From an optimization exercise on the open Yosys and OpenROAD flow, aimed at small area; shortcuts taken in it are not production practice. Only simulation tests tie the RTL to the original design; equivalence was not proved. No activity file was given, so power comes from the tool's default toggle rates.

File: flow/config.mk
export PLATFORM = sky130hd
export DESIGN_NAME = rpn_stack_evaluator
export DESIGN_NICKNAME = rpn_stack_evaluator
export VERILOG_FILES = /design/flow/design.v
export SDC_FILE = /design/flow/constraint.sdc
export NUM_CORES = 4
export LEC_CHECK = 0
export ABC_AREA = 1
export CAP_MARGIN = 20
export CORE_MARGIN = 2
export CORE_UTILIZATION = 60
export CTS_BUF_LIST = sky130_fd_sc_hd__clkbuf_2 sky130_fd_sc_hd__clkbuf_4 sky130_fd_sc_hd__clkbuf_8
export CTS_CLUSTER_DIAMETER = 50
export CTS_CLUSTER_SIZE = 16
export PLACE_DENSITY = 0.7
export SLEW_MARGIN = 20
File: flow/constraint.sdc
create_clock -name core_clock -period 12.0 [get_ports {clk}]
set_input_delay 2.4000 -clock core_clock [delete_from_list [all_inputs] [get_ports {clk}]]
set_output_delay 2.4000 -clock core_clock [all_outputs]
set_load 0.01 [all_outputs]
File: flow/design.v
module rpn_stack_evaluator #(
	parameter int STACK_DEPTH = 16,
	parameter int NUM_VARS = 32
) (
	input  logic               clk,
	input  logic               arst_n,
	input  logic               in_valid,
	output logic               in_ready,
	input  logic [2:0]         kind,
	input  logic [1:0]         op_code,
	input  logic [4:0]         var_index,
	input  logic signed [31:0] literal,
	output logic               out_valid,
	input  logic               out_ready,
	output logic               print_valid,
	output logic signed [31:0] print_value,
	output logic [2:0]         status
);
	localparam logic [5:0] S_CLR  = 6'd0;
	localparam logic [5:0] S_IDLE = 6'd1;
	localparam logic [5:0] S_PUSH = 6'd2;
	localparam logic [5:0] S_RB1  = 6'd3;
	localparam logic [5:0] S_RB2  = 6'd4;
	localparam logic [5:0] S_RA1  = 6'd5;
	localparam logic [5:0] S_RA2  = 6'd6;
	localparam logic [5:0] S_OB   = 6'd7;
	localparam logic [5:0] S_AS1  = 6'd8;
	localparam logic [5:0] S_AS3  = 6'd9;
	localparam logic [5:0] S_ADD1 = 6'd10;
	localparam logic [5:0] S_ADD2 = 6'd11;
	localparam logic [5:0] S_MB   = 6'd12;
	localparam logic [5:0] S_MA   = 6'd13;
	localparam logic [5:0] S_DS   = 6'd14;
	localparam logic [5:0] S_DA   = 6'd15;
	localparam logic [5:0] S_DB   = 6'd16;
	localparam logic [5:0] S_DT   = 6'd17;
	localparam logic [5:0] S_DC   = 6'd18;
	localparam logic [5:0] S_DQ   = 6'd19;
	localparam logic [5:0] S_DR   = 6'd20;
	localparam logic [5:0] S_DF   = 6'd21;
	localparam logic [5:0] S_DN   = 6'd22;
	localparam logic [5:0] S_ZOK     = 6'b011000;
	localparam logic [5:0] S_ZUNDER  = 6'b011001;
	localparam logic [5:0] S_ZOVER   = 6'b011010;
	localparam logic [5:0] S_ZDIV0   = 6'b011011;
	localparam logic [5:0] S_ZNOTVAR = 6'b011100;
	localparam logic [5:0] R_PRINT  = 6'b110000;
	localparam logic [2:0] X_ZERO = 3'd0;
	localparam logic [2:0] X_HEAD = 3'd1;
	localparam logic [2:0] X_SHL  = 3'd2;
	localparam logic [2:0] X_VAR  = 3'd3;
	localparam logic [2:0] X_LIT  = 3'd4;
	localparam logic [1:0] A_HOLD = 2'd0;
	localparam logic [1:0] A_LOAD = 2'd1;   
	localparam logic [1:0] A_ROT  = 2'd2;   
	localparam logic [1:0] A_ZERO = 2'd3;   
	logic [5:0]  state_q, state_d;
	logic [6:0]  ph_q;
	logic [4:0]  cnt_q, cnt_d;
	logic [31:0] a_q;
	logic [4:0]  idx_q, idx_d;
	logic        f_q, f_d;
	logic        qb_q, qb_d;
	logic        neg_q, neg_d;
	logic        cy_q;
	logic        msb_q;
	logic [64*8-1:0]  srng_q;
	logic [15:0]      trng_q;
	logic [128*8-1:0] vrng_q;
	logic [7:0]       shead;
	logic             thead;
	logic [7:0]       vhead;
	logic [1:0]  byte_i;
	logic        b0, last;
	logic [2:0]  xsel;
	logic        sbit;
	logic        first;
	logic        yen;
	logic        sub;
	logic [7:0]  xv, yv, litb;
	logic        shin;
	logic [8:0]  add;
	logic        sum32;
	logic [1:0]  amode;
	logic        s_we;
	logic        s_tag;
	logic        v_we;
	logic [3:0]  s_b, s_a;
	logic        win_b, win_a, win_c, win_v;
	logic        is_div;
	logic        fin;
	assign shead = srng_q[7:0];
	assign thead = trng_q[0];
	assign vhead = vrng_q[7:0];
	assign byte_i = ph_q[1:0];
	assign b0     = (byte_i == 2'd0);
	assign last   = (byte_i == 2'd3);
	assign s_b    = cnt_q[3:0] - 4'd1;
	assign s_a    = cnt_q[3:0] - 4'd2;
	assign win_b  = (ph_q[5:2] == s_b);
	assign win_a  = (ph_q[5:2] == s_a);
	assign win_c  = (ph_q[5:2] == cnt_q[3:0]);
	assign win_v  = (ph_q[6:2] == idx_q);
	assign is_div = (op_code == 2'd3);
	assign first  = (idx_q == 5'd0);
	always_comb begin
		case (byte_i)
			2'd0:    litb = {literal[7:5], kind[0] ? literal[4:0] : var_index};
			2'd1:    litb = literal[15:8];
			2'd2:    litb = literal[23:16];
			default: litb = literal[31:24];
		endcase
	end
	assign shin = b0 ? sbit : msb_q;
	always_comb begin
		case (xsel)
			X_HEAD:  xv = shead;
			X_SHL:   xv = {shead[6:0], shin};
			X_VAR:   xv = vhead;
			X_LIT:   xv = litb;
			default: xv = {7'd0, b0 & sbit};
		endcase
	end
	assign yv    = yen ? a_q[7:0] : 8'd0;
	assign add   = {1'b0, xv} + {1'b0, sub ? ~yv : yv} + {8'd0, b0 ? sub : cy_q};
	assign sum32 = ((xsel == X_SHL) & shead[7]) ^ sub ^ add[8];
	always_comb begin
		state_d = state_q;
		cnt_d   = cnt_q;
		idx_d   = idx_q;
		f_d     = f_q;
		qb_d    = qb_q;
		neg_d   = neg_q;
		xsel    = X_ZERO;
		sbit    = 1'b0;
		yen     = 1'b0;
		sub     = 1'b0;
		amode   = A_HOLD;
		s_we    = 1'b0;
		s_tag   = 1'b0;
		v_we    = 1'b0;
		fin     = 1'b0;
		case (state_q)
			S_CLR: begin
				v_we = 1'b1;
				if (ph_q == 7'd127) begin
					state_d = S_IDLE;
				end
			end
			S_IDLE: begin
				if (in_valid && last) begin
					case (kind)
						3'd2, 3'd3: state_d = cnt_q[4] ? S_ZOVER : S_PUSH;
						3'd4:       state_d = (cnt_q == 5'd0) ? S_ZUNDER : S_RB1;
						3'd0:       state_d = (cnt_q[4:1] == 4'd0) ? S_ZUNDER : S_RB1;
						3'd1:       state_d = (cnt_q[4:1] == 4'd0) ? S_ZUNDER : S_RB1;
						default:    state_d = S_ZOK;
					endcase
				end
			end
			S_PUSH: begin
				xsel  = X_LIT;
				s_tag = !kind[0];
				if (win_c) begin
					s_we = 1'b1;
					if (last) begin
						state_d = S_ZOK;
					end
				end
			end
			S_RB1, S_RB2: begin
				xsel = (state_q == S_RB1) ? X_HEAD : X_VAR;
				if ((state_q == S_RB1) ? win_b : win_v) begin
					amode = A_LOAD;
					if (state_q == S_RB1 && b0) begin
						idx_d = shead[4:0];
					end
					if (last) begin
						if (state_q == S_RB1 && thead) begin
							state_d = S_RB2;
						end else if (kind == 3'd4) begin
							cnt_d   = cnt_q - 5'd1;
							fin     = 1'b1;
							state_d = R_PRINT;
						end else if (kind == 3'd0) begin
							state_d = S_AS1;
						end else begin
							state_d = S_OB;
						end
					end
				end
			end
			S_OB: begin
				yen = 1'b1;
				if (is_div && a_q == 32'd0) begin
					if (last) begin
						state_d = S_ZDIV0;
					end
				end else if (win_b) begin
					s_we  = 1'b1;
					amode = A_ROT;
					if (last) begin
						state_d = S_RA1;
					end
				end
			end
			S_RA1, S_RA2: begin
				xsel = (state_q == S_RA1) ? X_HEAD : X_VAR;
				if ((state_q == S_RA1) ? win_a : win_v) begin
					amode = A_LOAD;
					if (state_q == S_RA1 && b0) begin
						idx_d = thead ? shead[4:0] : 5'd0;
					end
					if (last) begin
						if (state_q == S_RA1 && thead) begin
							state_d = S_RA2;
						end else begin
							idx_d = (state_q == S_RA1) ? idx_q : 5'd0;
							case (op_code)
								2'd0, 2'd1: state_d = S_ADD1;
								2'd2:       state_d = S_MB;
								default:    state_d = S_DS;
							endcase
						end
					end
				end
			end
			S_AS1: begin
				if (win_a) begin
					if (b0) begin
						idx_d = shead[4:0];
					end
					if (last) begin
						state_d = thead ? S_AS3 : S_ZNOTVAR;
					end
				end
			end
			S_AS3: begin
				yen = 1'b1;
				if (win_v) begin
					v_we  = 1'b1;
					amode = A_ROT;
					if (last) begin
						state_d = S_ZOK;
					end
				end
			end
			S_ADD1: begin
				xsel = X_HEAD;
				yen  = 1'b1;
				sub  = op_code[0];
				if (win_b) begin
					amode = A_LOAD;
					if (last) begin
						state_d = S_ADD2;
					end
				end
			end
			S_ADD2: begin
				yen = 1'b1;
				sub = op_code[0];
				if (win_a) begin
					s_we  = 1'b1;
					amode = A_ROT;
					if (last) begin
						state_d = S_ZOK;
					end
				end
			end
			S_MB: begin
				xsel = X_SHL;
				if (win_b) begin
					s_we = 1'b1;
					if (last) begin
						f_d     = shead[7];
						state_d = S_MA;
					end
				end
			end
			S_MA: begin
				xsel = first ? X_ZERO : X_SHL;
				yen  = f_q;
				if (win_a) begin
					s_we  = 1'b1;
					amode = A_ROT;
					if (last) begin
						idx_d   = idx_q + 5'd1;
						state_d = (idx_q == 5'd31) ? S_ZOK : S_MB;
					end
				end
			end
			S_DS: begin
				if (last) begin
					neg_d   = a_q[31];
					state_d = S_DA;
				end
			end
			S_DA: begin
				yen = 1'b1;
				sub = neg_q;
				if (win_a) begin
					s_we  = 1'b1;
					amode = A_ROT;
					if (last) begin
						state_d = S_DB;
					end
				end
			end
			S_DB: begin
				xsel = X_HEAD;
				if (win_b) begin
					amode = A_LOAD;
					if (last) begin
						state_d = S_DT;
					end
				end
			end
			S_DT: begin
				if (last) begin
					f_d     = a_q[31];
					neg_d   = neg_q ^ a_q[31];
					state_d = S_DC;
				end
			end
			S_DC: begin
				yen   = 1'b1;
				sub   = f_q;
				amode = A_LOAD;
				if (last) begin
					state_d = S_DQ;
				end
			end
			S_DQ: begin
				xsel = X_SHL;
				sbit = qb_q;
				if (win_a) begin
					s_we = 1'b1;
					if (last) begin
						f_d     = shead[7];
						state_d = S_DR;
					end
				end
			end
			S_DR: begin
				xsel = first ? X_ZERO : X_SHL;
				sbit = f_q;
				yen  = 1'b1;
				sub  = first | qb_q;
				if (win_b) begin
					s_we  = 1'b1;
					amode = A_ROT;
					if (last) begin
						qb_d    = !sum32;
						idx_d   = idx_q + 5'd1;
						state_d = (idx_q == 5'd31) ? S_DF : S_DQ;
					end
				end
			end
			S_DF: begin
				xsel = X_SHL;
				sbit = qb_q;
				if (win_a) begin
					s_we  = 1'b1;
					amode = A_LOAD;
					if (last) begin
						state_d = neg_q ? S_DN : S_ZOK;
					end
				end
			end
			S_DN: begin
				yen = 1'b1;
				sub = 1'b1;
				if (win_a) begin
					s_we  = 1'b1;
					amode = A_ROT;
					if (last) begin
						state_d = S_ZOK;
					end
				end
			end
			S_ZOK, S_ZUNDER, S_ZOVER, S_ZDIV0, S_ZNOTVAR: begin
				amode = A_ZERO;
				if (last) begin
					if (state_q == S_ZOK) begin
						case (kind)
							3'd0:       cnt_d = cnt_q - 5'd2;
							3'd1:       cnt_d = cnt_q - 5'd1;
							3'd2, 3'd3: cnt_d = cnt_q + 5'd1;
							default:    cnt_d = cnt_q;
						endcase
					end
					fin     = 1'b1;
					state_d = {3'b100, state_q[2:0]};
				end
			end
			default: begin
				if (out_ready) begin
					state_d = S_IDLE;
				end
			end
		endcase
		if (fin && !in_valid) begin
			state_d = state_q;
			cnt_d   = cnt_q;
			amode   = A_HOLD;
		end
	end
	always_ff @(posedge clk or negedge arst_n) begin
		if (!arst_n) begin
			state_q <= S_CLR;
			ph_q    <= 7'd0;
			cnt_q   <= 5'd0;
		end else begin
			state_q <= state_d;
			ph_q    <= ph_q + 7'd1;
			cnt_q   <= cnt_d;
		end
	end
	always_ff @(posedge clk) begin
		case (amode)
			A_LOAD: a_q <= {add[7:0], a_q[31:8]};
			A_ROT:  a_q <= {a_q[7:0], a_q[31:8]};
			A_ZERO: a_q <= {8'd0, a_q[31:8]};
			default: ;
		endcase
		idx_q  <= idx_d;
		f_q    <= f_d;
		qb_q   <= qb_d;
		neg_q  <= neg_d;
		cy_q   <= add[8];
		msb_q  <= shead[7];
		srng_q <= {s_we ? add[7:0] : shead, srng_q[64*8-1:8]};
		if (last) begin
			trng_q <= {s_we ? s_tag : thead, trng_q[15:1]};
		end
		vrng_q <= {v_we ? add[7:0] : vhead, vrng_q[128*8-1:8]};
	end
	assign in_ready    = fin;
	assign out_valid   = state_q[5];
	assign print_valid = state_q[4];
	assign status      = state_q[2:0];
	assign print_value = a_q;
endmodule
File: flow/run.sh
#!/bin/bash
# synth_recipe.tcl (not shown) runs the flow's synth.tcl, then flattens the netlist and writes it again
# the make line also repeats each setting of config.mk as NAME=value (left out here)
make -C /OpenROAD-flow-scripts/flow DESIGN_CONFIG=/design/flow/config.mk WORK_HOME=/design/flow/orfs CLKGATE_MAP_FILE= SYNTH_SCRIPT=/design/flow/synth_recipe.tcl finish
==> run_results.csv, run 1 <==
group,metric,value,unit
setup_path,endpoint_kind,"output pin",
global_route,grt_pass1_vias,16210,
global_route,antenna_found_initial,2,
timing,worst_slew_pin_slew,1.072,ns
synthesis,synthCells,2396,
clocking,cts_buffers,115,
floorplanning,initial_utilization,0.6099,
clocking,post_cts_buffers,0,
clocking,ctsHoldBuffers,0,
job,max_cap_violations,0,
run_status,outcome,"timing/DRC/antenna clean",
power,p_per_area,194.4,nW/µm²
hold_path,min-delay-start,"srng_q[304]",
drt,drt-total-wl,57280,µm
floorplanning,num_rows,90,
synthesis,synth_nets,2464,
timing,min_period,6.986,ns
power,max-vdd-ir-drop,0.1500,mV
floorplanning,coreArea,60580,µm²
global_route,gr-total-overflow,0,
timing,rsz0062_at_grt,"no",
timing,setup_tns,0,ns
global_route,grt_pass1_wl,89990,µm
setup_path,startpoint,"kind[0]",
timing,post-route-period-util,0.5822,
power,finalPower,0.007900,W
drt,via_per_inst,4.655,
timing,relSlewSlack,0.2817,
drt,drc_errors,0,
global_route,grtUsageTotal,0.1841,
setup_path,worst_ep_required_time,9.60,ns
clocking,cts_tree,"built",
clocking,htreeDepth,3,
power,p_leak,16.44,nW
floorplanning,dieArea,63580,µm²
synthesis,ys_ff_latch,1612,
timing,finalHoldViolations,0,
setup_path,start_kind,"input pin",
drt,ant_nets,0,
placement,hpwl,35430,µm
synthesis,syn-cell-area,36950,µm²
placement,io_buffers,83,
final_layout,nNetsFinal,2652,
global_route,grt_max_degree,33,
synthesis,synth_seq_area_share,0.8910,
setup_path,critPathKind,"input pin to output pin",
floorplanning,fp.dieW,252.2,µm
clocking,post_cts_resized,0,
synthesis,netlist.area_leader.share,0.8333,
setup_path,crit_path_max_fanout,8,
synthesis,synth_edf_count,56,
clocking,clk_pin_slew,0.09,ns
drt,drtIter0Drc,842,
setup_path,arrival,4.59,ns
hold_path,hp-class,"register to register",
synthesis,synth_cell_types,51,
synthesis,ys_warn_count,1,
setup_path,r2r_start,"state_q[5]",
final_layout,drive_above_1_share,0.08090,
drt,post_drt_wl_per_cell,16.89,µm
final_layout,final_common_cell,"dfxtp_1",
synthesis,synth_top_area_cell,"dfxtp_1",
clocking,insertion_delay,0.73,ns
clocking,clock-root-buffer,"clkbuf_8",
clocking,cts.path.max_buffers,3,
clocking,cts_sinks,1612,
synthesis,syn_area_per_cell,15.42,µm²
synthesis,synth-async-reset-ratio,0.01117,
synthesis,ys.flop_type,"dfxtp_1",
drt,drt_pre_antenna_iters,5,
timing,drv_slew,0,
drt,vias,15790,
floorplanning,io_pins,84,
timing,setup_viol,0,
placement,gp_congestion,0.8400,
floorplanning,die_h,252.2,µm
final_layout,syn_to_final_growth,9.956,%
final_layout,most-common-layout-cells,"dfxtp_1, nand2_1, clkbuf_8",
synthesis,synth_area_leaders,"dfxtp_1, edfxtp_1, nand2_1, dfrtp_1, nor2_1",
timing,skew,0.03615,ns
timing,max_clock_freq,143.1,MHz
sequential cells by signal, summed over array words and instances (netlist names):
| register | flops |
|---|---|
| a_q | 32 |
| cnt_q | 5 |
| ph_q | 7 |
| vrng_q | 1024 |
| trng_q | 16 |
| qb_q | 1 |
| state_q | 6 |
| neg_q | 1 |
| msb_q | 1 |
| f_q | 1 |
| cy_q | 1 |
| srng_q | 512 |
| idx_q | 5 |
layout make-up:
type                       count  area, µm²
antenna                        1      2.502
clock buffer                 124       1657
multi-input combinational    654       3515
sequential                  1612      32920
timing repair buffer          86      873.3
fill                        4060      19960
inverter                     115      436.7
tap                          782      978.4
clock inverter                17      244.0
final timing paths:
check                                     to  slack, ns  depth (start not counted)
worst min-delay path             srng_q[296]       0.30                          0
max in group asynchronous         state_q[2]       9.20                          1
worst max register to register  vrng_q[1022]       7.73                         20
worst min register to register   srng_q[296]       0.30                          0
worst max-delay path                in_ready       5.01                          9
min in group asynchronous         state_q[5]       2.20                          1
stage by stage:
stage	area, µm²	util	hold slack [ns]	std cells	worst slack, ns
3_5_place_dp	38700	0.6387	0.3121	3248	5.057
5_1_grt	40630	0.6706	0.3109	3391	4.831
4_1_cts	40600	0.6701	0.3060	3389	5.046
3_3_place_gp	38700	0.6387	0.3096	3248	5.085
6_report	40630	0.6706	0.2973	3391	5.014
2_1_floorplan	36950	-	0.3096	2396	6.447
cells in the mapped netlist (4+ instances only):
cell type  instances
a21oi_1           28
nand3_1           75
a211oi_1           4
xnor2_1            4
clkbuf_1           5
inv_1             98
o211ai_1          11
nand2_2            6
nand2_1          223
nor3_1             8
ha_1              20
dfxtp_1         1538
nor2_2            13
o21ai_1           17
nor2_4             5
nand4_1           18
o221ai_1           9
a22oi_1            9
nand3_2            8
o22ai_1            4
o21ai_0           43
mux2_2             7
nor2_1           101
inv_2             14
dfrtp_1           18
edfxtp_1          56
buf_4              5
xor2_1            16
metal layers:
layer	track usage	wire length [µm]	vias to the layer above
met5	0	13	-
met4	0.06543	1542	2
met3	0.04583	2983	107
met2	0.2710	24330	313
met1	0.2673	28410	7450
li1	-	-	7914
kinds of logic after synthesis:
group / after synthesis / share of synthesized area
flops: 1612 / 0.8910
simple gates: 469 / 0.05713
compound gates: 135 / 0.02269
buf+inv: 130 / 0.01419
fa+ha+maj: 22 / 0.007856
xor+xnor: 20 / 0.004741
mux: 8 / 0.002404
report_power, final:
group          switching, W  internal (W)  total (W)
clock network       0.00154      0.000968    0.00250
registers                 0       0.00537    0.00537
logic             0.0000102     0.0000148  0.0000250
critical path, cell delays in order:
cell	delay, ns
clkdlybuf4s50_1	0.65
nor2_1	0.37
nand2_1	0.15
nand2_1	0.11
nand3_1	0.08
nor2_1	0.13
nand2_2	0.09
inv_2	0.08
clkdlybuf4s50_1	0.53
==> run 2, diff against run 1 <==
--- a/flow/config.mk
+++ b/flow/config.mk
@@ -9,8 +9,8 @@
 export CAP_MARGIN = 20
 export CORE_MARGIN = 2
 export CORE_UTILIZATION = 60
-export CTS_BUF_LIST = sky130_fd_sc_hd__clkbuf_2 sky130_fd_sc_hd__clkbuf_4 sky130_fd_sc_hd__clkbuf_8
-export CTS_CLUSTER_DIAMETER = 50
-export CTS_CLUSTER_SIZE = 16
+export CTS_BUF_LIST = sky130_fd_sc_hd__clkbuf_8
+export CTS_CLUSTER_DIAMETER = 60
+export CTS_CLUSTER_SIZE = 20
 export PLACE_DENSITY = 0.7
 export SLEW_MARGIN = 20
==> run 2 against run 1 <==
Compared with the run above: power shrank 2.7%; final area shrank 0.85%; sequential power is essentially flat; sequential share of layout area grew 0.70 points.
==> run_results.csv, run 2 <==
group,metric,value,unit
clocking,clock-root-buffer,"clkbuf_8",
clocking,insertion_delay,0.74,ns
synthesis,synth-async-reset-ratio,0.01117,
power,p_leak,16.28,nW
timing,rsz0062_at_grt,"no",
floorplanning,initial_utilization,0.6099,
power,max-vdd-ir-drop,0.1513,mV
setup_path,critPathSlowestCell,"clkdlybuf4s50_1",
final_layout,largestRegisters,"vrng_q x1024, srng_q x512, a_q x32",
floorplanning,fp.dieW,252.2,µm
synthesis,synth_commonest_cells,"dfxtp_1, nand2_1, nor2_1",
hold_path,holdPathStages,0,
timing,finalHoldViolations,0,
synthesis,ys_ff_latch,1612,
final_layout,utilization,0.6649,
synthesis,syn_area_per_cell,15.42,µm²
floorplanning,coreArea,60580,µm²
floorplanning,die_h,252.2,µm
clocking,ctsHoldBuffers,0,
setup_path,start_kind,"input pin",
synthesis,synth_seq_area_share,0.8910,
clocking,clk_pin_slew,0.10,ns
job,max_cap_violations,0,
final_layout,largest_register_ffs,1024,
final_layout,syn_to_final_growth,9.018,%
final_layout,drive_above_1_share,0.07046,
floorplanning,num_rows,90,
synthesis,ys_warn_count,1,
global_route,gr-total-overflow,0,
clocking,cts_sinks,1612,
clocking,htreeDepth,3,
synthesis,synth_top_area_cell,"dfxtp_1",
timing,setup_ws,5.041,ns
synthesis,ys.flop_type,"dfxtp_1",
drt,drt-total-wl,56070,µm
global_route,antenna_found_initial,2,
global_route,grtUsageTotal,0.1808,
final_layout,stdcell_count,3367,
timing,worst_slew_pin_slew,1.023,ns
timing,max_clock_freq,143.7,MHz
placement,post-place-ws,5.057,ns
clocking,post_cts_resized,0,
synthesis,syn-cell-area,36950,µm²
setup_path,critPathKind,"input pin to output pin",
setup_path,endpoint_kind,"output pin",
drt,via_per_inst,4.647,
timing,drv_slew,0,
setup_path,arrival,4.56,ns
clocking,post_cts_buffers,0,
final_layout,nFillCells,4130,
synthesis,synth_edf_count,56,
synthesis,synth_area_leaders,"dfxtp_1, edfxtp_1, nand2_1, dfrtp_1, nor2_1",
drt,post_drt_wl_per_cell,16.65,µm
synthesis,synth_cell_types,51,
placement,gp_congestion,0.8400,
drt,drtIter0Drc,784,
timing,min_period,6.959,ns
synthesis,netlist.area_leader.share,0.8333,
setup_path,worst_ep_required_time,9.60,ns
global_route,grt_max_degree,33,
drt,ant_nets,0,
hold_path,hp-class,"register to register",
synthesis,yosysMostFrequentCell,"dfxtp_1",
global_route,grt_pass1_wl,88230,µm
setup_path,path_cells,"clkdlybuf4s50_1 > nor2_1 > nand2_1 > nand2_1 > nand3_1 > nor2_1 > nand2_2 > inv_2 > clkdlybuf4s50_1",
setup_path,crit_path_max_incr_delay,0.63,ns
final_layout,nNetsFinal,2631,
clocking,cts_tree,"built",
setup_path,reg2regPathDepth,20,
placement,io_buffers,83,
final_layout,most-common-layout-cells,"dfxtp_1, nand2_1, inv_1",
clocking,cts_buffers,94,
placement,hpwl,35430,µm
timing,setup_tns,0,ns
timing,skew,0.04690,ns
clocking,cts.path.max_buffers,3,
drt,drc_errors,0,
floorplanning,io_pins,84,
timing,setup_viol,0,
final_layout,top_register,"vrng_q",
timing,post-route-period-util,0.5799,
synthesis,synth_nets,2464,
timing,timing.hold.ws,0.3201,ns
placement,dpl.cell_count,3248,
floorplanning,dieArea,63580,µm²
drt,vias,15650,
synthesis,synthCells,2396,
drt,drt_pre_antenna_iters,6,
run_status,outcome,"timing/DRC/antenna clean",
timing,relSlewSlack,0.3146,
setup_path,crit_path_max_fanout,8,
final_layout,final_common_cell,"dfxtp_1",
global_route,grt_pass1_vias,15860,
power,p_per_area,190.7,nW/µm²
-- run 2: cell families after synthesis --
family	Yosys count	share of synthesized area
AOI/OAI and AO/OA	135	0.02269
DFF	1612	0.8910
muxes	8	0.002404
buffers and inverters	130	0.01419
and+or+nand+nor	469	0.05713
adders and majority gates	22	0.007856
xor gates and xnor gates	20	0.004741
-- run 2: where the power goes --
part	internal [W]	leakage [nW]	switching [W]	total, W
Clock	0.000794	0.817	0.00149	0.00228
Combinational	0.0000148	2.42	0.0000101	0.0000250
Sequential	0.00537	13.0	0	0.00537
Total	0.00618	16.3	0.00150	0.00768
-- run 2: routing by layer --
metal,vias up,share of wire,track usage
li1,7862,-,-
met1,7354,0.50,0.2648
met2,321,0.42,0.2599
met3,109,0.057,0.04923
met4,0,0.028,0.06492
met5,-,0,0
-- run 2: per-stage QoR --
stage / total power (W) / cell area, µm²
floorplan: 0.005501 / 36950
global placement: 0.005520 / 38700
detailed placement: 0.005521 / 38700
CTS: 0.007775 / 40250
global route: 0.007960 / 40280
finish: 0.007682 / 40280
-- run 2: critical path, delay by kind of cell --
family                 cells  cell delay [ns]
buffers and inverters      3             1.24
AND/OR/NAND/NOR            6             0.92
-- run 2: final timing paths --
check / startpoint / endpoint / slack (ns)
min reg2reg: vrng_q[166] / vrng_q[158] / 0.32
max in group asynchronous: arst_n / state_q[2] / 9.20
min: vrng_q[166] / vrng_q[158] / 0.32
max: kind[0] / in_ready / 5.04
min in group asynchronous: arst_n / ph_q[1] / 2.19
max reg2reg: state_q[5] / vrng_q[1022] / 7.74
-- run 2: layout make-up --
type                       instances  area (µm²)  share of cell area
sequential                      1612       32920              0.8173
multi-input combinational        654        3515             0.08725
clock buffer                      95        1308             0.03246
tap                              782       978.4             0.02429
timing repair buffer              86       873.3             0.02168
inverter                         115       436.7             0.01084
clock inverter                    21       244.0            0.006057
antenna                            2       5.005           0.0001242
==> run 3, diff against run 2 <==
==> flow/flow/run.sh (new file) <==
#!/bin/bash
# Own layout flow: the standard flow (standard.sh) with two changes:
#  - port buffers use sky130_fd_sc_hd__buf_1 (the default pick is a 10 um2 delay buffer);
#  - clock tree synthesis without dummy loads, with clkbuf_8 leaf clusters.
# make's full output goes to flow_make.log here; ORFS keeps each step's log in orfs/logs/.
set -euo pipefail
export BUFFER_PORTS_ARGS="-buffer_cell sky130_fd_sc_hd__buf_1"
export CTS_ARGS="-sink_clustering_enable -repair_clock_nets -sink_clustering_size 20 -sink_clustering_max_diameter 60 -buf_list sky130_fd_sc_hd__clkbuf_8 -dont_use_dummy_load"
bash standard.sh finish > flow_make.log 2>&1
==> flow/standard.sh (new file) <==
#!/bin/bash
# synth_recipe.tcl (not shown) runs the flow's synth.tcl, then flattens the netlist and writes it again
# the make line also repeats each setting of config.mk as NAME=value (left out here)
make -C /OpenROAD-flow-scripts/flow DESIGN_CONFIG=/design/flow/config.mk WORK_HOME=/design/flow/orfs CLKGATE_MAP_FILE= SYNTH_SCRIPT=/design/flow/synth_recipe.tcl "${@:-finish}"
removed: flow/run.sh
==> run 3 against run 2 <==
Compared with the run above: non-clock buffer count is the same; die area is the same; synthesized cell count unchanged; critical endpoint unchanged.
==> run_results.csv, run 3 <==
group,metric,value,unit
run_status,outcome,"timing/DRC/antenna clean",
synthesis,syn_area_per_cell,15.42,µm²
clocking,ctsHoldBuffers,0,
placement,io_buffers,83,
clocking,post_cts_buffers,0,
drt,drt_pre_antenna_iters,7,
final_layout,drive_above_1_share,0.06443,
final_layout,final_common_cell,"dfxtp_1",
drt,ant_nets,0,
floorplanning,fp.dieW,252.2,µm
timing,worst_slew_pin_slew,0.9214,ns
synthesis,synthCells,2396,
drt,drc_errors,0,
final_layout,nNetsFinal,2631,
setup_path,worst_ep_required_time,9.60,ns
synthesis,synth_edf_count,56,
setup_path,critPathKind,"input pin to output pin",
timing,drv_slew,0,
final_layout,largest_register_ffs,1024,
floorplanning,coreArea,60580,µm²
floorplanning,io_pins,84,
placement,hpwl,36600,µm
floorplanning,initial_utilization,0.6099,
final_layout,regArea,32920,µm²
timing,finalHoldViolations,0,
global_route,grt_pass1_wl,89740,µm
synthesis,synth_seq_area_share,0.8910,
drt,vias,15760,
hold_path,min-delay-start,"srng_q[178]",
final_layout,largestRegisters,"vrng_q x1024, srng_q x512, a_q x32",
setup_path,arrival,3.81,ns
power,p_per_area,189.7,nW/µm²
setup_path,start_kind,"input pin",
drt,drtIter0Drc,863,
global_route,grt_pass1_vias,16030,
setup_path,r2r_start,"state_q[5]",
clocking,cts_sinks,1612,
clocking,insertion_delay,0.72,ns
clocking,cts.path.max_buffers,3,
final_layout,most-common-layout-cells,"dfxtp_1, nand2_1, nor2_1",
synthesis,ys.flop_type,"dfxtp_1",
final_layout,nFillCells,4171,
timing,setup_ws,5.793,ns
final_layout,utilization,0.6520,
synthesis,synth_top_area_cell,"dfxtp_1",
synthesis,synth-async-reset-ratio,0.01117,
synthesis,ys_warn_count,1,
synthesis,synth_area_leaders,"dfxtp_1, edfxtp_1, nand2_1, dfrtp_1, nor2_1",
power,max-vdd-ir-drop,0.1690,mV
power,p_leak,15.91,nW
floorplanning,num_rows,90,
placement,gp_congestion,0.8435,
final_layout,top_register,"vrng_q",
clocking,clock-root-buffer,"clkbuf_8",
job,max_cap_violations,0,
setup_path,endpoint_kind,"output pin",
global_route,gr-total-overflow,0,
global_route,grtUsageTotal,0.1828,
floorplanning,die_h,252.2,µm
power,finalPower,0.007492,W
hold_path,hp-class,"register to register",
timing,post-route-period-util,0.5172,
drt,drt-total-wl,55990,µm
global_route,antenna_found_initial,1,
synthesis,yosysMostFrequentCell,"dfxtp_1",
final_layout,multi_input_area,3515,µm²
synthesis,syn-cell-area,36950,µm²
floorplanning,dieArea,63580,µm²
synthesis,synth_commonest_cells,"dfxtp_1, nand2_1, nor2_1",
timing,max_clock_freq,161.1,MHz
clocking,cts_buffers,94,
synthesis,netlist.area_leader.share,0.8333,
setup_path,startpoint,"kind[0]",
clocking,htreeDepth,3,
timing,relSlewSlack,0.3824,
timing,skew,0.1410,ns
drt,post_drt_wl_per_cell,16.74,µm
drt,via_per_inst,4.714,
global_route,grt_max_degree,33,
placement,post-place-ws,5.803,ns
clocking,clk_pin_slew,0.11,ns
synthesis,synth_cell_types,51,
timing,rsz0062_at_grt,"no",
timing,min_period,6.207,ns
synthesis,synth_nets,2464,
timing,setup_tns,0,ns
synthesis,ys_ff_latch,1612,
setup_path,crit_path_max_fanout,8,
timing,setup_viol,0,
final_layout,syn_to_final_growth,6.911,%
clocking,cts_tree,"built",
clocking,post_cts_resized,0,
## run 3: cell counts after synthesis
No cell type changed its count.
## run 3: worst paths after layout
path / slack (ns) / depth (start not counted) / end
worst max-delay path: 5.79 / 9 / in_ready
max in group asynchronous: 9.85 / 1 / state_q[0]
worst max register to register: 7.67 / 18 / qb_q
min in group asynchronous: 1.72 / 1 / state_q[3]
worst min register to register: 0.28 / 0 / srng_q[170]
worst min-delay path: 0.28 / 0 / srng_q[170]
## run 3: layer usage
layer / share of wire / vias up / GRT usage / wire (µm)
met1: 0.50 / 7477 / 0.2706 / 28230
met4: 0.027 / 0 / 0.05968 / 1509
li1: - / 7842 / - / -
met2: 0.42 / 330 / 0.2741 / 23630
met3: 0.047 / 115 / 0.03440 / 2623
met5: 0 / - / 0 / 0
## run 3: cell type report
cell class | count | share of cell area
antenna | 1 | 0.00006335
tap | 782 | 0.02477
timing repair buffer | 86 | 0.008995
clock buffer | 94 | 0.03275
inverter | 115 | 0.01105
sequential | 1612 | 0.8334
multi-input combinational | 654 | 0.08897
## run 3: where the power goes
| part | switching [W] | leakage [nW] | internal, W |
|---|---|---|---|
| logic | 0.0000103 | 2.18 | 0.00000541 |
| registers | 0 | 13.0 | 0.00537 |
| clock network | 0.00140 | 0.676 | 0.000707 |
## run 3: cells by family (layout without fill, tap and decap cells)
logic type / after synthesis / count (layout) / synth area share
compound gates: 135 / 135 / 0.02269
flops: 1612 / 1612 / 0.8910
fa+ha+maj: 22 / 22 / 0.007856
mux: 8 / 8 / 0.002404
other cells: 0 / 1 / 0
xor+xnor: 20 / 20 / 0.004741
buf+inv: 130 / 295 / 0.01419
simple gates: 469 / 469 / 0.05713
## run 3: worst max-delay path, stage by stage
cell,delay [ns]
buf_1,0.24
nor2_1,0.35
nand2_1,0.15
nand2_1,0.11
nand3_1,0.09
nor2_1,0.13
nand2_2,0.09
inv_2,0.08
buf_1,0.16
## run 3: through the flow
stage,instances,cell area (µm²),hold WS (ns)
2_1_floorplan,2396,36950,0.3096
3_3_place_gp,3248,38180,0.3097
3_5_place_dp,3248,38180,0.3121
4_1_cts,3342,39470,0.2840
5_1_grt,3344,39500,0.2828
6_report,3344,39500,0.2802
==> run 4, diff against run 3 <==
==> flow/flow/run.sh (replaced) <==
#!/bin/bash
# Own layout flow: the standard flow (standard.sh) with these changes:
#  - synthesis is synth_recipe.tcl unchanged except that its ABC call maps the
#    combinational logic with flow/area.abc (area only, no delay target) instead of
#    ORFS's abc_area.script; flip-flops are mapped before ABC, so registers, their
#    names and cell types are the standard synthesis's;
#  - port buffers use sky130_fd_sc_hd__buf_1 (the default pick is a 10 um2 delay buffer);
#  - clock tree synthesis without dummy loads, with clkbuf_8 leaf clusters.
# make's full output goes to flow_make.log here; ORFS keeps each step's log in orfs/logs/.
set -euo pipefail
here=$(pwd)
{
	head -n 1 synth_recipe.tcl
	cat <<TCL
proc abc {args} {
	set keep {}
	set skip 0
	foreach a \$args {
		if {\$skip} { set skip 0; continue }
		if {\$a eq "-script" || \$a eq "-D" || \$a eq "-constr"} { set skip 1; continue }
		lappend keep \$a
	}
	yosys abc -script $here/flow/area.abc {*}\$keep
}
TCL
	tail -n +2 synth_recipe.tcl
} > own_synth.tcl
export BUFFER_PORTS_ARGS="-buffer_cell sky130_fd_sc_hd__buf_1"
export CTS_ARGS="-sink_clustering_enable -repair_clock_nets -sink_clustering_size 20 -sink_clustering_max_diameter 60 -buf_list sky130_fd_sc_hd__clkbuf_8 -dont_use_dummy_load"
bash standard.sh SYNTH_SCRIPT=$here/own_synth.tcl finish > flow_make.log 2>&1
==> flow/flow/area.abc (new file) <==
strash
&get -n
&fraig -x
&put
dc2
strash
&get -n
&dch -f
&nf -R 1000
&put
==> run 4 against run 3 <==
Compared with the run above: still clean on timing, DRC and antenna; sequential power about the same; global-route usage is 0.71 points lower; register-to-register slack worse by 1.1 ns; synthesized area decreased by 2.5%; final cell count shrank 8.3%; sequential cell count is the same; final area is 2.1% lower; count of clock-buffer cells in the layout shrank 1; clock skew shrank 0.015 ns; critical path type unchanged; largest cell class unchanged.
==> run_results.csv, run 4 <==
group,metric,value,unit
run_status,outcome,"timing/DRC/antenna clean",
drt,drt-total-wl,52940,µm
power,p_per_area,193.1,nW/µm²
synthesis,synth_commonest_cells,"dfxtp_1, nand2_1, edfxtp_1",
final_layout,largestRegisters,"vrng_q x1024, srng_q x512, a_q x32",
drt,post_drt_wl_per_cell,17.27,µm
setup_path,endpoint_kind,"output pin",
setup_path,critPathSlowestCell,"nor2_1",
placement,post-place-ws,5.508,ns
clocking,post_cts_resized,0,
placement,detailed_place.area,37360,µm²
floorplanning,dieArea,62040,µm²
synthesis,ys_warn_count,1,
global_route,grt_max_degree,33,
floorplanning,die_h,249.1,µm
power,p_leak,15.02,nW
floorplanning,initial_utilization,0.6083,
power,max-vdd-ir-drop,0.1646,mV
power,p_sw_frac,0.1862,
synthesis,ys_ff_latch,1612,
synthesis,synthCells,2109,
timing,finalHoldViolations,0,
floorplanning,coreArea,59240,µm²
setup_path,path_cells,"buf_1 > nor2_1 > nand4_1 > nand2_1 > o211ai_1 > clkinv_1 > buf_1",
hold_path,hp-class,"register to register",
setup_path,critPathKind,"input pin to output pin",
final_layout,largest_register_ffs,1024,
placement,dpl.cell_count,2969,
final_layout,most-common-layout-cells,"dfxtp_1, clkbuf_8, buf_1",
setup_path,crit_path_max_incr_delay,0.41,ns
drt,via_per_inst,4.751,
final_layout,syn_to_final_growth,7.332,%
final_layout,drive_above_1_share,0.04540,
timing,timing.hold.ws,0.3045,ns
synthesis,synth_seq_area_share,0.9135,
global_route,grt_pass1_wl,83960,µm
synthesis,synth_cell_types,54,
synthesis,syn_area_per_cell,17.09,µm²
final_layout,stdcell_count,3066,
timing,min_period,6.235,ns
drt,drt_pre_antenna_iters,6,
clocking,htreeDepth,3,
clocking,clock-root-buffer,"clkbuf_8",
job,max_cap_violations,0,
setup_path,start_kind,"input pin",
synthesis,synth_area_leaders,"dfxtp_1, edfxtp_1, dfrtp_1, nand2_1, ha_1",
timing,setup_tns,0,ns
drt,ant_nets,0,
drt,vias,14570,
power,p_switching,0.001391,W
hold_path,min-delay-start,"vrng_q[927]",
timing,setup_viol,0,
setup_path,crit_path_max_fanout,9,
hold_path,min_to,"vrng_q[919]",
timing,drv_slew,0,
timing,rsz0062_at_grt,"no",
synthesis,ys.flop_type,"dfxtp_1",
synthesis,synth_nets,2177,
synthesis,synth_edf_count,56,
placement,hpwl,33170,µm
drt,drc_errors,0,
global_route,grtUsageTotal,0.1757,
floorplanning,fp.dieW,249.1,µm
setup_path,worst_path_most_repeated_cell,"buf_1",
timing,skew,0.1259,ns
setup_path,worst_ep_required_time,9.60,ns
clocking,cts.path.max_buffers,3,
clocking,post_cts_buffers,0,
timing,relSlewSlack,0.3054,
timing,post-route-period-util,0.5196,
setup_path,cp.depth,7,
clocking,clk_pin_slew,0.11,ns
synthesis,yosysMostFrequentCell,"dfxtp_1",
synthesis,netlist.area_leader.share,0.8544,
drt,drtIter0Drc,875,
timing,worst_slew_pin_slew,1.031,ns
timing,max_clock_freq,160.4,MHz
power,pwr-share-seq,0.719,
timing,setup_ws,5.765,ns
final_layout,final_common_cell,"dfxtp_1",
final_layout,top_register,"vrng_q",
final_layout,fin_area,38680,µm²
setup_path,r2r_start,"state_q[1]",
clocking,cts_sinks,1612,
setup_path,critical_path.top_delay_family,"simple AND/OR/NAND/NOR gates",
setup_path,cp_num_buf_inv,3,
setup_path,reg2regPathDepth,18,
floorplanning,io_pins,84,
global_route,grt_pass1_vias,14750,
synthesis,synth_top_area_cell,"dfxtp_1",
setup_path,r2r_setup_slack,6.61,ns
power,combPwrFrac,0.002,
power,p_int,0.006079,W
clocking,ctsHoldBuffers,0,
clocking,insertion_delay,0.71,ns
synthesis,syn-cell-area,36040,µm²
power,clockPowerShare,0.279,
placement,gp_congestion,0.8663,
global_route,gr-total-overflow,0,
setup_path,reg2reg_to,"qb_q",
clocking,cts_buffers,93,
clocking,cts_tree,"built",
synthesis,synth-async-reset-ratio,0.01117,
setup_path,arrival,3.84,ns
floorplanning,num_rows,89,
hold_path,holdPathStages,0,
global_route,antenna_found_initial,1,
placement,io_buffers,83,
final_layout,nNetsFinal,2361,
-- run 4: changes by cell type after synthesis, sizes merged, moves of 8 or more --
cell    change
mux2       +14
inv       -114
nand3      -62
o211ai      -8
xnor2      +16
a222oi     +13
a21oi      +18
a22o        +8
o21ai      -17
nand2     -155
clkinv     +23
nor2       -66
-- run 4: worst max-delay path by stage --
stage                 start  slack [ns]        to
floorplan           kind[1]        6.31    a_q[0]
global placement    kind[0]        5.49      qb_q
detailed placement  kind[0]        5.51      qb_q
CTS                 kind[0]        5.77  in_ready
global route        kind[0]        5.58  in_ready
finish              kind[0]        5.76  in_ready
-- run 4: power groups by stage --
| stage | combinational (W) | sequential, W | clock [W] |
|---|---|---|---|
| floorplan | 0.00000417 | 0.00550 | 0 |
| global placement | 0.0000149 | 0.00550 | 0 |
| detailed placement | 0.0000153 | 0.00550 | 0 |
| CTS | 0.0000155 | 0.00537 | 0.00216 |
| global route | 0.0000168 | 0.00538 | 0.00235 |
| finish | 0.0000154 | 0.00537 | 0.00208 |
-- run 4: kinds of logic after synthesis --
family | Yosys count | share of synthesized area
mux | 21 | 0.006562
buf+inv | 27 | 0.003125
xor+xnor | 38 | 0.009235
fa+ha+maj | 22 | 0.008055
simple gates | 217 | 0.02798
flops | 1612 | 0.9135
compound gates | 172 | 0.03152
-- run 4: stage by stage --
step                      power, W    util
after floorplan           0.005500       -
after global placement    0.005511  0.6306
after detailed placement  0.005511  0.6306
after CTS                 0.007554  0.6522
after global routing      0.007742  0.6529
final                     0.007470  0.6529
-- run 4: routing by layer --
metal,vias up,track usage,wire (µm)
met2,341,0.2473,21450
met5,-,0,0
met4,0,0.06695,1791
met1,6928,0.2683,27020
li1,7190,-,-
met3,108,0.03730,2681
-- run 4: area by class of cell --
cell class | instances | area [µm²]
inverter | 24 | 90.09
sequential | 1612 | 32920
fill | 4000 | 20560
tap | 773 | 967.2
antenna | 2 | 5.005
clock buffer | 93 | 1280
multi-input combinational | 470 | 3018
timing repair buffer | 92 | 399.1
-- run 4: worst reg2reg max path, delay by kind of cell (launching register included) --
kind | cells | cell delay, ns
simple gates | 5 | 1.22
flops | 1 | 0.72
compound gates | 8 | 2.34
xor+xnor | 1 | 0.08
fa+ha+maj | 2 | 0.62
buf+inv | 2 | 0.15
==> run 5, diff against run 4 <==
--- a/flow/design.v
+++ b/flow/design.v
@@ -53,7 +53,6 @@
 	localparam logic [1:0] A_HOLD = 2'd0;
 	localparam logic [1:0] A_LOAD = 2'd1;   
 	localparam logic [1:0] A_ROT  = 2'd2;   
-	localparam logic [1:0] A_ZERO = 2'd3;   
 	logic [5:0]  state_q, state_d;
 	logic [6:0]  ph_q;
 	logic [4:0]  cnt_q, cnt_d;
@@ -63,6 +62,7 @@
 	logic        qb_q, qb_d;
 	logic        neg_q, neg_d;
 	logic        cy_q;
+	logic        t_q, tag;
 	logic        msb_q;
 	logic [64*8-1:0]  srng_q;
 	logic [15:0]      trng_q;
@@ -85,8 +85,9 @@
 	logic        s_we;
 	logic        s_tag;
 	logic        v_we;
-	logic [3:0]  s_b, s_a;
-	logic        win_b, win_a, win_c, win_v;
+	logic [1:0]  s_off;
+	logic [3:0]  s_slot;
+	logic        win, win_v, t_at;
 	logic        is_div;
 	logic        fin;
 	assign shead = srng_q[7:0];
@@ -95,12 +96,18 @@
 	assign byte_i = ph_q[1:0];
 	assign b0     = (byte_i == 2'd0);
 	assign last   = (byte_i == 2'd3);
-	assign s_b    = cnt_q[3:0] - 4'd1;
-	assign s_a    = cnt_q[3:0] - 4'd2;
-	assign win_b  = (ph_q[5:2] == s_b);
-	assign win_a  = (ph_q[5:2] == s_a);
-	assign win_c  = (ph_q[5:2] == cnt_q[3:0]);
+	always_comb begin
+		case (state_q)
+			S_PUSH:                                    s_off = 2'd0;
+			S_RB1, S_OB, S_ADD1, S_MB, S_DB, S_DR:     s_off = 2'd1;
+			default:                                   s_off = 2'd2;
+		endcase
+	end
+	assign s_slot = cnt_q[3:0] - {2'd0, s_off};
+	assign win    = (ph_q[5:2] == s_slot);
 	assign win_v  = (ph_q[6:2] == idx_q);
+	assign t_at   = (ph_q[1:0] == ph_q[5:4]);
+	assign tag    = t_at ? thead : t_q;
 	assign is_div = (op_code == 2'd3);
 	assign first  = (idx_q == 5'd0);
 	always_comb begin
@@ -161,7 +168,7 @@
 			S_PUSH: begin
 				xsel  = X_LIT;
 				s_tag = !kind[0];
-				if (win_c) begin
+				if (win) begin
 					s_we = 1'b1;
 					if (last) begin
 						state_d = S_ZOK;
@@ -170,13 +177,13 @@
 			end
 			S_RB1, S_RB2: begin
 				xsel = (state_q == S_RB1) ? X_HEAD : X_VAR;
-				if ((state_q == S_RB1) ? win_b : win_v) begin
+				if ((state_q == S_RB1) ? win : win_v) begin
 					amode = A_LOAD;
 					if (state_q == S_RB1 && b0) begin
 						idx_d = shead[4:0];
 					end
 					if (last) begin
-						if (state_q == S_RB1 && thead) begin
+						if (state_q == S_RB1 && tag) begin
 							state_d = S_RB2;
 						end else if (kind == 3'd4) begin
 							cnt_d   = cnt_q - 5'd1;
@@ -196,7 +203,7 @@
 					if (last) begin
 						state_d = S_ZDIV0;
 					end
-				end else if (win_b) begin
+				end else if (win) begin
 					s_we  = 1'b1;
 					amode = A_ROT;
 					if (last) begin
@@ -206,16 +213,16 @@
 			end
 			S_RA1, S_RA2: begin
 				xsel = (state_q == S_RA1) ? X_HEAD : X_VAR;
-				if ((state_q == S_RA1) ? win_a : win_v) begin
+				if ((state_q == S_RA1) ? win : win_v) begin
 					amode = A_LOAD;
 					if (state_q == S_RA1 && b0) begin
-						idx_d = thead ? shead[4:0] : 5'd0;
+						idx_d = shead[4:0];
 					end
 					if (last) begin
-						if (state_q == S_RA1 && thead) begin
+						if (state_q == S_RA1 && tag) begin
 							state_d = S_RA2;
 						end else begin
-							idx_d = (state_q == S_RA1) ? idx_q : 5'd0;
+							idx_d = 5'd0;
 							case (op_code)
 								2'd0, 2'd1: state_d = S_ADD1;
 								2'd2:       state_d = S_MB;
@@ -226,12 +233,12 @@
 				end
 			end
 			S_AS1: begin
-				if (win_a) begin
+				if (win) begin
 					if (b0) begin
 						idx_d = shead[4:0];
 					end
 					if (last) begin
-						state_d = thead ? S_AS3 : S_ZNOTVAR;
+						state_d = tag ? S_AS3 : S_ZNOTVAR;
 					end
 				end
 			end
@@ -249,7 +256,7 @@
 				xsel = X_HEAD;
 				yen  = 1'b1;
 				sub  = op_code[0];
-				if (win_b) begin
+				if (win) begin
 					amode = A_LOAD;
 					if (last) begin
 						state_d = S_ADD2;
@@ -259,7 +266,7 @@
 			S_ADD2: begin
 				yen = 1'b1;
 				sub = op_code[0];
-				if (win_a) begin
+				if (win) begin
 					s_we  = 1'b1;
 					amode = A_ROT;
 					if (last) begin
@@ -269,7 +276,7 @@
 			end
 			S_MB: begin
 				xsel = X_SHL;
-				if (win_b) begin
+				if (win) begin
 					s_we = 1'b1;
 					if (last) begin
 						f_d     = shead[7];
@@ -280,7 +287,7 @@
 			S_MA: begin
 				xsel = first ? X_ZERO : X_SHL;
 				yen  = f_q;
-				if (win_a) begin
+				if (win) begin
 					s_we  = 1'b1;
 					amode = A_ROT;
 					if (last) begin
@@ -298,7 +305,7 @@
 			S_DA: begin
 				yen = 1'b1;
 				sub = neg_q;
-				if (win_a) begin
+				if (win) begin
 					s_we  = 1'b1;
 					amode = A_ROT;
 					if (last) begin
@@ -308,7 +315,7 @@
 			end
 			S_DB: begin
 				xsel = X_HEAD;
-				if (win_b) begin
+				if (win) begin
 					amode = A_LOAD;
 					if (last) begin
 						state_d = S_DT;
@@ -333,7 +340,7 @@
 			S_DQ: begin
 				xsel = X_SHL;
 				sbit = qb_q;
-				if (win_a) begin
+				if (win) begin
 					s_we = 1'b1;
 					if (last) begin
 						f_d     = shead[7];
@@ -346,7 +353,7 @@
 				sbit = f_q;
 				yen  = 1'b1;
 				sub  = first | qb_q;
-				if (win_b) begin
+				if (win) begin
 					s_we  = 1'b1;
 					amode = A_ROT;
 					if (last) begin
@@ -359,7 +366,7 @@
 			S_DF: begin
 				xsel = X_SHL;
 				sbit = qb_q;
-				if (win_a) begin
+				if (win) begin
 					s_we  = 1'b1;
 					amode = A_LOAD;
 					if (last) begin
@@ -370,7 +377,7 @@
 			S_DN: begin
 				yen = 1'b1;
 				sub = 1'b1;
-				if (win_a) begin
+				if (win) begin
 					s_we  = 1'b1;
 					amode = A_ROT;
 					if (last) begin
@@ -379,7 +386,7 @@
 				end
 			end
 			S_ZOK, S_ZUNDER, S_ZOVER, S_ZDIV0, S_ZNOTVAR: begin
-				amode = A_ZERO;
+				amode = A_LOAD;   
 				if (last) begin
 					if (state_q == S_ZOK) begin
 						case (kind)
@@ -420,7 +427,6 @@
 		case (amode)
 			A_LOAD: a_q <= {add[7:0], a_q[31:8]};
 			A_ROT:  a_q <= {a_q[7:0], a_q[31:8]};
-			A_ZERO: a_q <= {8'd0, a_q[31:8]};
 			default: ;
 		endcase
 		idx_q  <= idx_d;
@@ -430,9 +436,8 @@
 		cy_q   <= add[8];
 		msb_q  <= shead[7];
 		srng_q <= {s_we ? add[7:0] : shead, srng_q[64*8-1:8]};
-		if (last) begin
-			trng_q <= {s_we ? s_tag : thead, trng_q[15:1]};
-		end
+		t_q    <= tag;
+		trng_q <= {(s_we && t_at) ? s_tag : thead, trng_q[15:1]};
 		vrng_q <= {v_we ? add[7:0] : vhead, vrng_q[128*8-1:8]};
 	end
 	assign in_ready    = fin;
--- a/flow/flow/run.sh
+++ b/flow/flow/run.sh
@@ -26,5 +26,5 @@
 	tail -n +2 synth_recipe.tcl
 } > own_synth.tcl
 export BUFFER_PORTS_ARGS="-buffer_cell sky130_fd_sc_hd__buf_1"
-export CTS_ARGS="-sink_clustering_enable -repair_clock_nets -sink_clustering_size 20 -sink_clustering_max_diameter 60 -buf_list sky130_fd_sc_hd__clkbuf_8 -dont_use_dummy_load"
+export CTS_ARGS="-sink_clustering_enable -repair_clock_nets -sink_clustering_size 22 -sink_clustering_max_diameter 60 -buf_list sky130_fd_sc_hd__clkbuf_8 -dont_use_dummy_load"
 bash standard.sh SYNTH_SCRIPT=$here/own_synth.tcl finish > flow_make.log 2>&1
==> run 5 against run 4 <==
Compared with the run above: still clean on timing, DRC and antenna; register-to-register slack better by 0.03 ns; hold slack worse by 0.045 ns; sequential share of layout area is 0.43 points higher; final cell count is 0.46% lower; worst setup slack worse by 0.91 ns; die area is 0.68% lower; power is 0.59% lower; synthesized cell count is 0.28% lower; via count is 2.8% lower; sequential power hardly changed; routed wire length is 8.6% lower; core utilization is 0.36 points lower; critical endpoint unchanged; largest cell class unchanged.
==> run_results.csv, run 5 <==
group,metric,value,unit
global_route,top_usage_layer,"met1",
power,p_sw_frac,0.1883,
setup_path,critPathKind,"register to output pin",
power,p_leak,15.10,nW
final_layout,final_common_cell,"dfxtp_1",
global_route,antenna_found_initial,1,
synthesis,yosysMostFrequentCell,"dfxtp_1",
synthesis,synth_area_leaders,"dfxtp_1, edfxtp_1, dfrtp_1, nand2_1, ha_1",
clocking,clock-root-buffer,"clkbuf_8",
global_route,grt_max_degree,25,
timing,relSlewSlack,0.2807,
global_route,grt_pass1_wl,77650,µm
timing,timing.hold.ws,0.2590,ns
synthesis,synth_commonest_cells,"dfxtp_1, nand2_1, nor2_1",
placement,io_buffers,83,
setup_path,crit_path_max_fanout,15,
floorplanning,io_pins,84,
global_route,grt_use_met2,0.2357,
clocking,post_cts_resized,0,
synthesis,synth_top_area_cell,"dfxtp_1",
clocking,ctsHoldBuffers,0,
timing,setup_viol,0,
floorplanning,coreArea,59020,µm²
final_layout,largestRegisters,"vrng_q x1024, srng_q x512, a_q x32",
drt,post_drt_wl_per_cell,15.86,µm
synthesis,synth_seq_area_share,0.9159,
power,p_int,0.006027,W
clocking,cts_tree,"built",
power,combPwrFrac,0.002,
placement,dpl.cell_count,2965,
drt,vias,14150,
global_route,use_met1,0.2428,
setup_path,arrival,4.74,ns
setup_path,path_cells,"nor2b_1 > nand2_1 > nor2_1 > nor3_1 > nand3_1 > nand2b_1 > clkinv_1 > fa_1 > xor2_1 > xnor2_1 > nand4_1 > mux2i_1 > o211ai_1 > clkinv_1 > buf_1",
setup_path,worst_ep_required_time,9.60,ns
final_layout,fin_area,38320,µm²
drt,drtIter0Drc,788,
setup_path,r2r_start,"state_q[2]",
synthesis,synth_edf_count,40,
drt,ant_nets,0,
clocking,clk_pin_slew,0.12,ns
final_layout,nNetsFinal,2352,
drt,via_per_inst,4.637,
timing,setup_tns,0,ns
setup_path,r2r_setup_slack,6.64,ns
timing,finalHoldViolations,0,
timing,max_clock_freq,140.0,MHz
drt,drc_errors,0,
job,max_cap_violations,0,
timing,post-route-period-util,0.5953,
setup_path,startpoint,"state_q[2]",
synthesis,synthCells,2103,
global_route,use_met3,0.03232,
final_layout,stdcell_count,3052,
placement,hpwl,29270,µm
global_route,gr-total-overflow,0,
global_route,grt_pass1_vias,14250,
timing,min_period,7.143,ns
floorplanning,dieArea,61620,µm²
synthesis,synth_cell_types,49,
power,max-vdd-ir-drop,0.1591,mV
floorplanning,initial_utilization,0.6064,
timing,drv_slew,0,
setup_path,worst_path_most_repeated_cell,"clkinv_1",
timing,rsz0062_at_grt,"no",
power,p_switching,0.001399,W
synthesis,ys_warn_count,1,
setup_path,crit_path_max_incr_delay,0.65,ns
floorplanning,num_rows,89,
timing,skew,0.08227,ns
final_layout,top_register,"vrng_q",
synthesis,syn_area_per_cell,17.02,µm²
synthesis,netlist.area_leader.share,0.8698,
setup_path,cp_num_buf_inv,3,
timing,setup_ws,4.857,ns
setup_path,endpoint_kind,"output pin",
run_status,outcome,"timing/DRC/antenna clean",
timing,worst_slew_pin_slew,1.072,ns
final_layout,syn_to_final_growth,7.069,%
clocking,insertion_delay,0.71,ns
clocking,post_cts_buffers,0,
clocking,cts_buffers,86,
global_route,grtUsageTotal,0.1615,
final_layout,drive_above_1_share,0.04170,
power,clockPowerShare,0.275,
floorplanning,fp.dieW,248.2,µm
placement,gp_congestion,0.8520,
floorplanning,die_h,248.2,µm
setup_path,critPathSlowestCell,"dfrtp_1",
power,pwr-share-seq,0.723,
setup_path,critical_path.top_delay_family,"simple AND/OR/NAND/NOR gates",
synthesis,syn-cell-area,35790,µm²
clocking,cts_sinks,1613,
drt,drt_pre_antenna_iters,5,
final_layout,nFillCells,4044,
hold_path,hp-class,"register to register",
placement,post-place-ws,5.516,ns
hold_path,min-delay-start,"vrng_q[65]",
final_layout,most-common-layout-cells,"dfxtp_1, nand2_1, clkbuf_8",
clocking,htreeDepth,3,
placement,detailed_place.area,37130,µm²
synthesis,synth-async-reset-ratio,0.01116,
synthesis,ys.flop_type,"dfxtp_1",
synthesis,synth_nets,2175,
final_layout,largest_register_ffs,1024,
drt,drt-total-wl,48400,µm
clocking,cts.path.max_buffers,3,
setup_path,start_kind,"register",
synthesis,ys_ff_latch,1613,
power,p_per_area,193.8,nW/µm²
run 5: cell types whose count changed in the layout (fill, tap and decap cells not counted), sizes merged, moves of 4 or more:
| cell | change |
|---|---|
| a22o | -7 |
| a21oi | -4 |
| mux2 | -7 |
| nor2 | +6 |
| o21ai | -4 |
| xor2 | +7 |
| nand2 | +9 |
| xnor2 | -4 |
| clkbuf | -7 |
| o221ai | -4 |
| edfxtp | -16 |
| nor4 | +7 |
| dfxtp | +17 |
run 5: worst paths after layout:
kind,end,depth (start not counted)
min,vrng_q[57],0
max,in_ready,15
min in group asynchronous,ph_q[2],2
max reg2reg,a_q[3],18
min reg2reg,vrng_q[57],0
max in group asynchronous,state_q[4],2
run 5: metal layers:
metal	vias to the layer above	share of wire
met3	103	0.045
met2	277	0.42
met5	-	0
met1	6694	0.51
li1	7079	-
met4	0	0.028
run 5: logic make-up (layout without fill, tap and decap cells):
logic type                 count (synthesis)  in the layout  share of synthesized area
and+or+nand+nor                          236            236                    0.03031
xor gates and xnor gates                  41             41                    0.01003
DFF                                     1613           1613                     0.9159
muxes                                     16             16                   0.004964
AOI/OAI and AO/OA                        146            146                    0.02611
other                                      0              1                          0
adders and majority gates                 26             26                   0.009719
buffers and inverters                     25            200                   0.002937
run 5: cell type report:
class / instances / area [µm²] / area share
Sequential cell: 1613 / 32780 / 0.8555
Timing Repair Buffer: 92 / 399.1 / 0.01042
Antenna cell: 1 / 2.502 / 0.00006530
Tap cell: 773 / 967.2 / 0.02524
Multi-Input combinational cell: 465 / 2904 / 0.07578
Inverter: 22 / 82.58 / 0.002155
Clock buffer: 86 / 1184 / 0.03089
run 5: through the flow:
step                      utilization  total power [W]
after floorplan                     -         0.005497
after global placement         0.6287         0.005508
after detailed placement       0.6292         0.005508
after CTS                      0.6492         0.007506
after global routing           0.6493         0.007687
final                          0.6493         0.007426
run 5: worst register-to-register path: stages, from the launching register on:
cell,delay (ns)
dfrtp_1,0.65
nor2b_1,0.31
nand2_1,0.18
nor2_1,0.49
nor3_1,0.11
nand3_1,0.17
nand2b_1,0.17
clkinv_1,0.11
fa_1,0.40
xor2_1,0.16
xnor2_1,0.16
nand4_1,0.37
mux2i_1,0.44
o211ai_1,0.17
nor2_1,0.24
a21o_1,0.15
ha_1,0.14
clkinv_1,0.37
buf_16,0.34
run 5: power groups by stage:
stage | registers [W] | logic, W | clock network, W
floorplan | 0.00549 | 0.00000484 | 0
global placement | 0.00549 | 0.0000153 | 0
detailed placement | 0.00549 | 0.0000159 | 0
CTS | 0.00537 | 0.0000160 | 0.00212
global route | 0.00537 | 0.0000176 | 0.00230
finish | 0.00537 | 0.0000160 | 0.00204
==> run 6, diff against run 5 <==
--- a/flow/flow/run.sh
+++ b/flow/flow/run.sh
@@ -26,5 +26,5 @@
 	tail -n +2 synth_recipe.tcl
 } > own_synth.tcl
 export BUFFER_PORTS_ARGS="-buffer_cell sky130_fd_sc_hd__buf_1"
-export CTS_ARGS="-sink_clustering_enable -repair_clock_nets -sink_clustering_size 22 -sink_clustering_max_diameter 60 -buf_list sky130_fd_sc_hd__clkbuf_8 -dont_use_dummy_load"
+export CTS_ARGS="-sink_clustering_enable -repair_clock_nets -sink_clustering_size 20 -sink_clustering_max_diameter 60 -buf_list {sky130_fd_sc_hd__clkbuf_4 sky130_fd_sc_hd__clkbuf_8} -dont_use_dummy_load"
 bash standard.sh SYNTH_SCRIPT=$here/own_synth.tcl finish > flow_make.log 2>&1
==> run 6 against run 5 <==
Compared with the run above: clock skew increased by 0.018 ns; sequential power barely moved; register-to-register slack about the same; fmax increased by 0.30%; clock power increased by 2%; synthesized cell count is the same; die area unchanged; power rose by 0.70%; final cell count grew 0.23%; critical path depth up 1; non-clock buffer count unchanged; final area grew 0.25%.
==> run_results.csv, run 6 <==
group,metric,value,unit
run_status,outcome,"timing/DRC/antenna clean",
timing,drv_slew,0,
timing,timing.hold.ws,0.2431,ns
placement,io_buffers,83,
clocking,post_cts_buffers,0,
synthesis,synth_area_leaders,"dfxtp_1, edfxtp_1, dfrtp_1, nand2_1, ha_1",
clocking,ctsHoldBuffers,0,
drt,wl_met2,20240,µm
placement,gp_congestion,0.8520,
power,max-vdd-ir-drop,0.1518,mV
clocking,insertion_delay,0.71,ns
timing,max_clock_freq,140.4,MHz
global_route,gr-total-overflow,0,
timing,worst_slew_pin_slew,1.036,ns
timing,setup_ws,4.878,ns
setup_path,critPathKind,"register to output pin",
hold_path,hp-class,"register to register",
floorplanning,die_h,248.2,µm
timing,relSlewSlack,0.3031,
final_layout,final_common_cell,"dfxtp_1",
synthesis,synth_cell_types,49,
drt,ant_nets,0,
setup_path,arrival,4.72,ns
global_route,antenna_found_initial,1,
clocking,clk_pin_slew,0.11,ns
floorplanning,initial_utilization,0.6064,
global_route,grtUsageTotal,0.1620,
final_layout,nNetsFinal,2359,
final_layout,top_register,"vrng_q",
drt,post_drt_wl_per_cell,15.81,µm
final_layout,largest_register_ffs,1024,
drt,drc_errors,0,
synthesis,syn_area_per_cell,17.02,µm²
setup_path,crit_path_max_fanout,8,
setup_path,crit_path_max_incr_delay,0.43,ns
clocking,cts_tree,"built",
clocking,cts_sinks,1613,
synthesis,synth_edf_count,40,
timing,finalHoldViolations,0,
placement,post-place-ws,5.516,ns
floorplanning,num_rows,89,
synthesis,ys_ff_latch,1613,
final_layout,syn_to_final_growth,7.338,%
synthesis,synthCells,2103,
synthesis,synth_nets,2175,
timing,rsz0062_at_grt,"no",
drt,via_per_inst,4.638,
drt,drt-total-wl,48350,µm
timing,min_period,7.122,ns
job,max_cap_violations,0,
synthesis,synth_commonest_cells,"dfxtp_1, nand2_1, nor2_1",
global_route,grt_pass1_vias,14330,
drt,vias,14190,
global_route,grt_pass1_wl,77970,µm
synthesis,synth_seq_area_share,0.9159,
floorplanning,fp.dieW,248.2,µm
final_layout,largestRegisters,"vrng_q x1024, srng_q x512, a_q x32",
synthesis,synth-async-reset-ratio,0.01116,
synthesis,synth_top_area_cell,"dfxtp_1",
floorplanning,coreArea,59020,µm²
synthesis,yosysMostFrequentCell,"dfxtp_1",
floorplanning,io_pins,84,
synthesis,ys.flop_type,"dfxtp_1",
timing,post-route-period-util,0.5935,
drt,wl_met3,2207,µm
final_layout,drive_above_1_share,0.04464,
setup_path,critPathSlowestCell,"mux2i_1",
clocking,clock-root-buffer,"clkbuf_8",
synthesis,netlist.area_leader.share,0.8698,
setup_path,worst_ep_required_time,9.60,ns
setup_path,path_cells,"or2_0 > nor2_1 > nand2_1 > nor2_1 > nor3_1 > nand3_1 > nand2b_1 > clkinv_1 > fa_1 > xor2_1 > xnor2_1 > nand4_1 > mux2i_1 > o211ai_1 > clkinv_1 > buf_1",
placement,hpwl,29270,µm
clocking,cts.path.max_buffers,3,
drt,route.top_layer_used,"met4",
drt,drt_pre_antenna_iters,5,
clocking,post_cts_resized,0,
power,p_leak,15.15,nW
drt,drtIter0Drc,750,
final_layout,most-common-layout-cells,"dfxtp_1, clkbuf_8, nand2_1",
floorplanning,dieArea,61620,µm²
global_route,grt_max_degree,25,
setup_path,start_kind,"register",
timing,setup_tns,0,ns
setup_path,endpoint_kind,"output pin",
timing,setup_viol,0,
power,p_per_area,194.6,nW/µm²
timing,skew,0.09986,ns
clocking,htreeDepth,3,
synthesis,syn-cell-area,35790,µm²
synthesis,ys_warn_count,1,
clocking,cts_buffers,93,
drt,wl_met1,24750,µm
## run 6: cell counts after synthesis
Identical to the previous run, type by type.
## run 6: layout make-up
| cell class | count | area, µm² |
|---|---|---|
| flip-flops and latches | 1613 | 32780 |
| multi-input cells | 465 | 2904 |
| diodes | 1 | 2.502 |
| fillers | 4030 | 20600 |
| well taps | 773 | 967.2 |
| inverters | 22 | 82.58 |
| clock buffers | 93 | 1280 |
| repair buffers | 92 | 399.1 |
## run 6: per-layer routing
layer	GRT usage	vias up
li1	-	7091
met1	0.2442	6730
met2	0.2366	277
met3	0.03340	89
met4	0.05182	0
met5	0	-
## run 6: final timing paths
path	slack, ns	start	cells past startpoint	endpoint
setup / recovery	4.88	state_q[4]	16	in_ready
hold / removal	0.24	vrng_q[89]	0	vrng_q[81]
setup reg to reg	6.64	state_q[4]	19	a_q[3]
hold reg to reg	0.24	vrng_q[89]	0	vrng_q[81]
max in group asynchronous	10.02	arst_n	2	state_q[1]
min in group asynchronous	1.70	arst_n	2	ph_q[1]
## run 6: metrics by stage
step                utilization  instance area [µm²]  power (W)  instances
finish                   0.6509                38420   0.007478       3059
global route             0.6509                38420   0.007753       3059
CTS                      0.6509                38410   0.007561       3058
detailed placement       0.6292                37130   0.005508       2965
global placement         0.6287                37110   0.005508       2964
floorplan                     -                35790   0.005497       2103
## run 6: worst max-delay path: cells and delay by family, from the launching register on
family	cells	cell delay, ns
AND/OR/NAND/NOR	8	1.98
XOR/XNOR	2	0.32
buffers and inverters	3	0.33
flip-flops	1	0.42
adder cells (fa/ha/maj)	1	0.40
multiplexers	1	0.43
AO/OA/AOI/OAI	1	0.17
## run 6: cells by family (layout without fill, tap and decap cells)
logic type                 after synthesis  in the layout  synth area share
other                                    0              1                 0
DFF                                   1613           1613            0.9159
and+or+nand+nor                        236            236           0.03031
buffers and inverters                   25            207          0.002937
AOI/OAI and AO/OA                      146            146           0.02611
xor gates and xnor gates                41             41           0.01003
muxes                                   16             16          0.004964
adders and majority gates               26             26          0.009719
## run 6: report_power, final
group	internal (W)	total (W)	leakage, nW	switching [W]
Combinational	0.00000643	0.0000161	1.32	0.00000967
Sequential	0.00537	0.00537	13.2	0.0000000380
Clock	0.000700	0.00209	0.669	0.00139
Total	0.00608	0.00748	15.2	0.00140

## what the ideal ports hide
How much do the figures lean on ideal ports? The routed layouts below were timed once more, with nothing changed but the port constraints. Step 1, drivers: a clkbuf_16 drives clk and a buf_2 each remaining input, both assumed. Step 2 also shifts input and output timing later by t, the mid clock arrival at the registers, as if the neighbouring blocks saw the same clock. Slacks: ideal ports / drivers / drivers and shift; pairs: ideal ports / drivers.
run | shift t [ns] | slack for setup (ns)
run 1 | 0.770 | 5.014 / 4.989 / 4.989
run 2 | 0.778 | 5.041 / 5.016 / 5.016
run 3 | 0.714 | 5.793 / 5.769 / 5.769
run 4 | 0.709 | 5.765 / 5.742 / 5.383
run 5 | 0.735 | 4.857 / 4.803 / 5.478
run 6 | 0.717 | 4.878 / 4.825 / 5.488
After both steps every run listed still meets setup and hold.
